Background: an optimization exercise with open tools, aiming at small area, a short achievable clock period and few clock cycles per item. Do not read the settings as production practice. In this exercise RTL edits were held to simulation tests only and were not proved equivalent to the original.

==> inputs of 01-25 <==
==> flow/design.v <==
package flash_loader_pkg;
    localparam int BUS_WIDTH  = 8;
    localparam int WORD_WIDTH = 32;
    typedef enum logic [BUS_WIDTH-1:0] {
        REG_DATA0 = 8'h00,
        REG_DATA1 = 8'h01,
        REG_DATA2 = 8'h02,
        REG_DATA3 = 8'h03,
        REG_CTRL  = 8'h04
    } reg_addr_e;
    localparam int CTL_FILL_BIT       = 0;
    localparam int CTL_SAVE_BEGIN_BIT = 1;
    localparam int CTL_SAVE_END_BIT   = 2;
    localparam int STAT_DONE_BIT      = 0;
    localparam int STAT_PING_BUSY_BIT = 1;
    localparam int STAT_PONG_BUSY_BIT = 2;
    typedef enum logic [1:0] {
        BUF_IDLE,
        BUF_BUSY,
        BUF_DONE
    } buf_state_e;
    typedef enum logic [2:0] {
        S_IDLE,
        S_WAIT_SEGMENT,
        S_READ_WORD,
        S_WAIT_DATA,
        S_WRITE_WORD,
        S_NEXT,
        S_DONE
    } loader_state_e;
endpackage
`timescale 1ns/1ps
`timescale 1ns/1ps
`timescale 1ns/1ps
`timescale 1ns/1ps
module loader_nor3 (
    input  logic [2:0] a_i,
    output logic       y_o
);
    assign y_o = ~|a_i;
endmodule
module loader_nor2 (
    input  logic [1:0] a_i,
    output logic       y_o
);
    assign y_o = ~|a_i;
endmodule
module loader_dec5 (
    input  logic [4:0]  a_i,
    output logic [31:0] y_o
);
    always_comb begin
        for (int i = 0; i < 32; i++) begin
            y_o[i] = (a_i == 5'(i));
        end
    end
endmodule
module loader_a41o (
    input  logic [3:0] a_i,
    input  logic       b_i,
    output logic       y_o
);
    assign y_o = (&a_i) | b_i;
endmodule
module loader_nand4 (
    input  logic [3:0] a_i,
    output logic       y_o
);
    assign y_o = ~&a_i;
endmodule
`timescale 1ns/1ps
import flash_loader_pkg::*;
module flash_loader_top #(
    parameter int SEGMENT_WORDS   = 16,
    parameter int FLASH_ADDR_BITS = 12
) (
    input  logic                                    clk,
    input  logic                                    reset_n,
    input  logic                                    stb_i,
    input  logic                                    we_i,
    input  logic [flash_loader_pkg::BUS_WIDTH-1:0]  adr_wr_i,
    input  logic [flash_loader_pkg::BUS_WIDTH-1:0]  adr_rd_i,
    input  logic [flash_loader_pkg::BUS_WIDTH-1:0]  dat_i,
    output logic [flash_loader_pkg::BUS_WIDTH-1:0]  dat_o,
    output logic                                    ack_o,
    input  logic                                    fill_we_i,
    input  logic [$clog2(SEGMENT_WORDS):0]          fill_addr_i,
    input  logic [flash_loader_pkg::WORD_WIDTH-1:0] fill_data_i,
    output logic                                    ping_busy_o,
    output logic                                    pong_busy_o,
    output logic                                    done_o,
    output logic                                    flash_valid_o,
    output logic [FLASH_ADDR_BITS-1:0]              flash_addr_o,
    output logic [flash_loader_pkg::WORD_WIDTH-1:0] flash_data_o,
    input  logic                                    flash_ready_i
);
    localparam int IDX_BITS = $clog2(SEGMENT_WORDS);
    localparam int PTR_BITS = IDX_BITS + 1;
    localparam int CNT_BITS = IDX_BITS + 2;
    localparam int WORDS    = 2 * SEGMENT_WORDS;
    logic                       wr;
    logic                       ctrl_wr;
    logic                       fill_start;
    logic [3:0]                 data_sel_q;
    logic [BUS_WIDTH-1:0]       wr_data_q;
    logic [BUS_WIDTH-1:0]       data_q [4];
    logic                       save_begin;
    logic                       save_end;
    logic [2*BUS_WIDTH-1:0]     staged;
    logic [FLASH_ADDR_BITS-1:0] begin_addr_q;
    logic [FLASH_ADDR_BITS-1:0] end_addr_q;
    assign ack_o      = stb_i;
    assign wr         = stb_i & we_i;
    logic wr_hi_zero;      
    logic wr_mid_zero;     
    logic fill_wr_n;       
    logic fill_lo;         
    loader_nor3  wr_hi_zero_inst  (.a_i(adr_wr_i[7:5]), .y_o(wr_hi_zero));
    loader_nor3  wr_mid_zero_inst (.a_i({adr_wr_i[4:3], adr_wr_i[1]}), .y_o(wr_mid_zero));
    loader_nand4 fill_wr_inst     (.a_i({stb_i, we_i, adr_wr_i[2], dat_i[CTL_FILL_BIT]}), .y_o(fill_wr_n));
    loader_nor2  fill_lo_inst     (.a_i({fill_wr_n, adr_wr_i[0]}), .y_o(fill_lo));
    assign ctrl_wr    = wr & wr_hi_zero & wr_mid_zero & adr_wr_i[2] & ~adr_wr_i[0];
    assign fill_start = wr_hi_zero & wr_mid_zero & fill_lo;
    always_ff @(posedge clk or negedge reset_n) begin
        if (!reset_n) begin
            data_sel_q <= '0;
        end else begin
            for (int i = 0; i < 4; i++) begin
                data_sel_q[i] <= wr & (adr_wr_i == BUS_WIDTH'(i));
            end
        end
    end
    always_ff @(posedge clk) begin
        wr_data_q <= dat_i;
    end
    always_ff @(posedge clk or negedge reset_n) begin
        if (!reset_n) begin
            for (int i = 0; i < 4; i++) begin
                data_q[i] <= '0;
            end
        end else begin
            for (int i = 0; i < 4; i++) begin
                if (data_sel_q[i]) begin
                    data_q[i] <= wr_data_q;
                end
            end
        end
    end
    assign save_begin = ctrl_wr & dat_i[CTL_SAVE_BEGIN_BIT];
    assign save_end   = ctrl_wr & dat_i[CTL_SAVE_END_BIT];
    assign staged     = {data_sel_q[1] ? wr_data_q : data_q[1],
                         data_sel_q[0] ? wr_data_q : data_q[0]};
    always_ff @(posedge clk or negedge reset_n) begin
        if (!reset_n) begin
            begin_addr_q <= '0;
            end_addr_q   <= '0;
        end else begin
            if (save_begin) begin
                begin_addr_q <= staged[FLASH_ADDR_BITS-1:0];
            end
            if (save_end) begin
                end_addr_q <= staged[FLASH_ADDR_BITS-1:0];
            end
        end
    end
    logic       hi_zero_a;
    logic       hi_zero_b;
    logic [7:0] lo_mux;
    loader_nor3 hi_zero_a_inst (.a_i(adr_rd_i[7:5]), .y_o(hi_zero_a));
    loader_nor2 hi_zero_b_inst (.a_i(adr_rd_i[4:3]), .y_o(hi_zero_b));
    always_comb begin
        case (adr_rd_i[2:0])
            3'd0:    lo_mux = data_q[0];
            3'd1:    lo_mux = data_q[1];
            3'd2:    lo_mux = data_q[2];
            3'd3:    lo_mux = data_q[3];
            3'd4:    lo_mux = {5'b0, pong_busy_o, ping_busy_o, done_o};
            default: lo_mux = '0;
        endcase
    end
    assign dat_o = {BUS_WIDTH{hi_zero_a & hi_zero_b}} & lo_mux;
    localparam int SLOTS = WORDS - 1;
    logic [WORD_WIDTH-1:0] mem [SLOTS];
    logic [WORD_WIDTH-1:0] rd_data;
    logic [WORDS-1:0]      rd_sel;
    logic [WORDS-1:0]      wr_slot;
    logic [WORDS-1:0]      wr_sel;
    logic [CNT_BITS-1:0]   wr_cnt_q;    
    logic [CNT_BITS-1:0]   rd_cnt_q;    
    logic [PTR_BITS-1:0]   wr_ptr_q;    
    logic [PTR_BITS-1:0]   rd_ptr_q;    
    loader_dec5 wr_dec_inst (.a_i(wr_ptr_q), .y_o(wr_slot));
    loader_dec5 rd_dec_inst (.a_i(rd_ptr_q), .y_o(rd_sel));
    assign wr_sel = wr_slot & {WORDS{fill_we_i}};
    always_ff @(posedge clk) begin
        for (int i = 0; i < SLOTS; i++) begin
            if (wr_sel[i]) begin
                mem[i] <= fill_data_i;
            end
        end
    end
    always_comb begin
        rd_data = '0;
        for (int i = 0; i < SLOTS; i++) begin
            rd_data = rd_data | ({WORD_WIDTH{rd_sel[i]}} & mem[i]);
        end
    end
    logic                       running_q;
    logic                       first_q;      
    logic                       occ_q;        
    logic [1:0]                 full_q;
    logic                       half_q;       
    logic                       half_last_q;  
    logic [FLASH_ADDR_BITS-1:0] addr_q;
    logic [WORD_WIDTH-1:0]      out_q;
    logic                       xfer;
    logic                       at_end;
    logic                       more;
    logic                       load;
    logic                       finish;
    loader_a41o valid_inst (.a_i({wr_hi_zero, wr_mid_zero, fill_lo, occ_q & ~running_q}),
                            .b_i(occ_q & running_q), .y_o(flash_valid_o));
    assign flash_addr_o  = addr_q;
    assign flash_data_o  = out_q;
    assign xfer   = flash_valid_o & flash_ready_i;
    assign at_end = (addr_q == end_addr_q);
    assign more   = first_q | ~at_end;
    assign load   = (~occ_q | xfer) & (wr_cnt_q != rd_cnt_q) & more;
    assign finish = running_q & ~first_q & at_end & (~occ_q | xfer)
                  & (wr_cnt_q[IDX_BITS-1:0] == '0);
    always_ff @(posedge clk or negedge reset_n) begin
        if (!reset_n) begin
            running_q <= 1'b0;
            done_o    <= 1'b0;
            first_q   <= 1'b1;
            occ_q     <= 1'b0;
            wr_cnt_q  <= '0;
            rd_cnt_q  <= '0;
            wr_ptr_q  <= '0;
            rd_ptr_q  <= '0;
            full_q    <= '0;
        end else begin
            if (finish) begin
                running_q <= 1'b0;
                done_o    <= 1'b1;
                first_q   <= 1'b1;
                occ_q     <= 1'b0;
                wr_cnt_q  <= '0;
                rd_cnt_q  <= '0;
                wr_ptr_q  <= '0;
                rd_ptr_q  <= '0;
                full_q    <= '0;
            end else begin
                if (fill_start) begin
                    running_q <= 1'b1;
                    done_o    <= 1'b0;
                end
                if (load) begin
                    first_q  <= 1'b0;
                    occ_q    <= 1'b1;
                    rd_cnt_q <= rd_cnt_q + 1'b1;
                    rd_ptr_q <= (rd_ptr_q == PTR_BITS'(SLOTS - 1)) ? '0 : rd_ptr_q + 1'b1;
                end else if (xfer) begin
                    occ_q    <= 1'b0;
                end
                if (fill_we_i) begin
                    wr_cnt_q <= wr_cnt_q + 1'b1;
                    wr_ptr_q <= (wr_ptr_q == PTR_BITS'(SLOTS - 1)) ? '0 : wr_ptr_q + 1'b1;
                end
                for (int h = 0; h < 2; h++) begin
                    if (fill_we_i && fill_addr_i == {1'(h), IDX_BITS'(SEGMENT_WORDS - 1)}) begin
                        full_q[h] <= 1'b1;
                    end else if (xfer && half_last_q && half_q == 1'(h)) begin
                        full_q[h] <= 1'b0;
                    end
                end
            end
        end
    end
    assign ping_busy_o = full_q[0] & running_q;
    assign pong_busy_o = full_q[1] & running_q;
    always_ff @(posedge clk or negedge reset_n) begin
        if (!reset_n) begin
            addr_q      <= '0;
            half_q      <= 1'b0;
            half_last_q <= 1'b0;
        end else begin
            if (save_begin) begin
                addr_q <= staged[FLASH_ADDR_BITS-1:0];
            end else if (finish) begin
                addr_q <= begin_addr_q;
            end else if (load && !first_q) begin
                addr_q <= addr_q + 1'b1;
            end
            if (load) begin
                half_q      <= rd_cnt_q[IDX_BITS];
                half_last_q <= (rd_cnt_q[IDX_BITS-1:0] == IDX_BITS'(SEGMENT_WORDS - 1));
            end
        end
    end
    always_ff @(posedge clk) begin
        if (load) begin
            out_q <= rd_data;
        end
    end
endmodule
==> flow/run.sh <==
#!/bin/bash
# synth_recipe.tcl (not shown) runs the flow's synth.tcl, then flattens the netlist and writes it again
# the make line also repeats each setting of config.mk as NAME=value (left out here)
make -C /OpenROAD-flow-scripts/flow DESIGN_CONFIG=/design/flow/config.mk WORK_HOME=/design/flow/orfs CLKGATE_MAP_FILE= SYNTH_SCRIPT=/design/flow/synth_recipe.tcl finish
==> flow/config.mk <==
export PLATFORM = sky130hd
export DESIGN_NAME = flash_loader_top
export DESIGN_NICKNAME = flash_loader_top
export VERILOG_FILES = /design/flow/design.v
export SDC_FILE = /design/flow/constraint.sdc
export NUM_CORES = 4
export LEC_CHECK = 0
export CAP_MARGIN = 20
export CORE_MARGIN = 2
export CORE_UTILIZATION = 40
export CTS_BUF_LIST = sky130_fd_sc_hd__clkbuf_8
export CTS_CLUSTER_DIAMETER = 70
export CTS_CLUSTER_SIZE = 14
export PLACE_DENSITY = 0.8
export SETUP_SLACK_MARGIN = 2.2
export SLEW_MARGIN = 20
export SYNTH_HIERARCHICAL = 1
export SYNTH_MINIMUM_KEEP_SIZE = 0
==> flow/constraint.sdc <==
create_clock -name core_clock -period 5.0 [get_ports {clk}]
set_input_delay 1.0000 -clock core_clock [delete_from_list [all_inputs] [get_ports {clk}]]
set_output_delay 1.0000 -clock core_clock [all_outputs]
set_load 0.01 [all_outputs]
==> 06-23 (differences from 01-25) <==
--- a/flow/design.v
+++ b/flow/design.v
@@ -44,29 +44,6 @@
     output logic       y_o
 );
     assign y_o = ~|a_i;
-endmodule
-module loader_dec5 (
-    input  logic [4:0]  a_i,
-    output logic [31:0] y_o
-);
-    always_comb begin
-        for (int i = 0; i < 32; i++) begin
-            y_o[i] = (a_i == 5'(i));
-        end
-    end
-endmodule
-module loader_a41o (
-    input  logic [3:0] a_i,
-    input  logic       b_i,
-    output logic       y_o
-);
-    assign y_o = (&a_i) | b_i;
-endmodule
-module loader_nand4 (
-    input  logic [3:0] a_i,
-    output logic       y_o
-);
-    assign y_o = ~&a_i;
 endmodule
 `timescale 1ns/1ps
 import flash_loader_pkg::*;
@@ -111,16 +88,12 @@
     logic [FLASH_ADDR_BITS-1:0] end_addr_q;
     assign ack_o      = stb_i;
     assign wr         = stb_i & we_i;
-    logic wr_hi_zero;      
-    logic wr_mid_zero;     
-    logic fill_wr_n;       
-    logic fill_lo;         
-    loader_nor3  wr_hi_zero_inst  (.a_i(adr_wr_i[7:5]), .y_o(wr_hi_zero));
-    loader_nor3  wr_mid_zero_inst (.a_i({adr_wr_i[4:3], adr_wr_i[1]}), .y_o(wr_mid_zero));
-    loader_nand4 fill_wr_inst     (.a_i({stb_i, we_i, adr_wr_i[2], dat_i[CTL_FILL_BIT]}), .y_o(fill_wr_n));
-    loader_nor2  fill_lo_inst     (.a_i({fill_wr_n, adr_wr_i[0]}), .y_o(fill_lo));
-    assign ctrl_wr    = wr & wr_hi_zero & wr_mid_zero & adr_wr_i[2] & ~adr_wr_i[0];
-    assign fill_start = wr_hi_zero & wr_mid_zero & fill_lo;
+    logic wr_hi_zero;
+    logic wr_lo_ctrl;
+    loader_nor3 wr_hi_zero_inst (.a_i(adr_wr_i[7:5]), .y_o(wr_hi_zero));
+    loader_nor3 wr_lo_ctrl_inst (.a_i({adr_wr_i[4:3], ~adr_wr_i[2]}), .y_o(wr_lo_ctrl));
+    assign ctrl_wr    = wr & wr_hi_zero & wr_lo_ctrl & ~adr_wr_i[1] & ~adr_wr_i[0];
+    assign fill_start = ctrl_wr & dat_i[CTL_FILL_BIT];
     always_ff @(posedge clk or negedge reset_n) begin
         if (!reset_n) begin
             data_sel_q <= '0;
@@ -179,29 +152,22 @@
         endcase
     end
     assign dat_o = {BUS_WIDTH{hi_zero_a & hi_zero_b}} & lo_mux;
-    localparam int SLOTS = WORDS - 1;
-    logic [WORD_WIDTH-1:0] mem [SLOTS];
+    logic [WORD_WIDTH-1:0] mem [WORDS];
     logic [WORD_WIDTH-1:0] rd_data;
     logic [WORDS-1:0]      rd_sel;
-    logic [WORDS-1:0]      wr_slot;
-    logic [WORDS-1:0]      wr_sel;
     logic [CNT_BITS-1:0]   wr_cnt_q;    
     logic [CNT_BITS-1:0]   rd_cnt_q;    
-    logic [PTR_BITS-1:0]   wr_ptr_q;    
-    logic [PTR_BITS-1:0]   rd_ptr_q;    
-    loader_dec5 wr_dec_inst (.a_i(wr_ptr_q), .y_o(wr_slot));
-    loader_dec5 rd_dec_inst (.a_i(rd_ptr_q), .y_o(rd_sel));
-    assign wr_sel = wr_slot & {WORDS{fill_we_i}};
     always_ff @(posedge clk) begin
-        for (int i = 0; i < SLOTS; i++) begin
-            if (wr_sel[i]) begin
-                mem[i] <= fill_data_i;
-            end
+        if (fill_we_i) begin
+            mem[fill_addr_i] <= fill_data_i;
         end
     end
     always_comb begin
+        for (int i = 0; i < WORDS; i++) begin
+            rd_sel[i] = (rd_cnt_q[PTR_BITS-1:0] == PTR_BITS'(i));
+        end
         rd_data = '0;
-        for (int i = 0; i < SLOTS; i++) begin
+        for (int i = 0; i < WORDS; i++) begin
             rd_data = rd_data | ({WORD_WIDTH{rd_sel[i]}} & mem[i]);
         end
     end
@@ -218,8 +184,7 @@
     logic                       more;
     logic                       load;
     logic                       finish;
-    loader_a41o valid_inst (.a_i({wr_hi_zero, wr_mid_zero, fill_lo, occ_q & ~running_q}),
-                            .b_i(occ_q & running_q), .y_o(flash_valid_o));
+    assign flash_valid_o = occ_q & (running_q | fill_start);
     assign flash_addr_o  = addr_q;
     assign flash_data_o  = out_q;
     assign xfer   = flash_valid_o & flash_ready_i;
@@ -236,8 +201,6 @@
             occ_q     <= 1'b0;
             wr_cnt_q  <= '0;
             rd_cnt_q  <= '0;
-            wr_ptr_q  <= '0;
-            rd_ptr_q  <= '0;
             full_q    <= '0;
         end else begin
             if (finish) begin
@@ -247,8 +210,6 @@
                 occ_q     <= 1'b0;
                 wr_cnt_q  <= '0;
                 rd_cnt_q  <= '0;
-                wr_ptr_q  <= '0;
-                rd_ptr_q  <= '0;
                 full_q    <= '0;
             end else begin
                 if (fill_start) begin
@@ -259,13 +220,11 @@
                     first_q  <= 1'b0;
                     occ_q    <= 1'b1;
                     rd_cnt_q <= rd_cnt_q + 1'b1;
-                    rd_ptr_q <= (rd_ptr_q == PTR_BITS'(SLOTS - 1)) ? '0 : rd_ptr_q + 1'b1;
                 end else if (xfer) begin
                     occ_q    <= 1'b0;
                 end
                 if (fill_we_i) begin
                     wr_cnt_q <= wr_cnt_q + 1'b1;
-                    wr_ptr_q <= (wr_ptr_q == PTR_BITS'(SLOTS - 1)) ? '0 : wr_ptr_q + 1'b1;
                 end
                 for (int h = 0; h < 2; h++) begin
                     if (fill_we_i && fill_addr_i == {1'(h), IDX_BITS'(SEGMENT_WORDS - 1)}) begin
CORE_UTILIZATION = 60   (was 40)
CTS_BUF_LIST = default   (was sky130_fd_sc_hd__clkbuf_8)
CTS_CLUSTER_DIAMETER = default   (was 70)
CTS_CLUSTER_SIZE = default   (was 14)
PLACE_DENSITY = default   (was 0.8)
SETUP_SLACK_MARGIN = 2.8   (was 2.2)
==> flow_summary.ini <==
[floorplan]
initial_core_util_pct = 60.7

[synthesis]
yosys_warnings = 8

[run_status]
outcome = complete, no violations

[grt]
met2_usage_pct = 62.5
The numbers above come from 06-23.

==> flow_summary.ini <==
[synthesis]
yosys_warnings = 10

[worst_setup_path]
rrSetupSlack_ns = 2.21
cp_data_required_time_ns = 4.00
crit_arrival_ns = 1.94

[routing]
first_pass_iters = 10

[grt]
gr-max-usage-layer = met2
met2_usage_pct = 36.6

[run_status]
outcome = complete, no violations

[timing]
fin_crit_sh_pct = 58.8
The numbers above come from 01-25.

Testbench counts of 01-25, summed over its fixed seeds: cycles 27,394, words 21,815.
Testbench counts of 06-23, summed over its fixed seeds: cycles 27,394, words 21,815.

[port drivers added, routing unchanged]
No port has a modelled driver above. Below, the same layouts with a new extraction and two added sets of constraints.
Step 1, drivers: a clkbuf_16 drives clk and a buf_2 each remaining input, both assumed.
Step 2 adds t to the input delays and takes it off the output delays; t is the mean of the earliest and latest rising clock arrival at the registers after step 1. Input paths then give back, and output paths get back, about the clock's delay inside the block.
a / b / c = no drivers / after step 1 / after step 2; a / b = the first two.
run | shift t [ns] | setup slack, ns | hold slack, ns | worst setup path after step 2 | latest minus earliest clock arrival (ns)
01-25 | 0.830 | 2.062 / 2.001 / 1.482 | 0.264 / 0.224 / 0.478 | input to register | 0.063 / 0.064
06-23 | 0.758 | 1.846 / 1.806 / 1.702 | 0.289 / 0.242 / 0.476 | input to register | 0.037 / 0.037
After both steps setup and hold are still met in every run listed. For 01-25, which loses most, drivers alone change the setup slack by -0.061 ns; drivers and shift together by -0.580 ns.
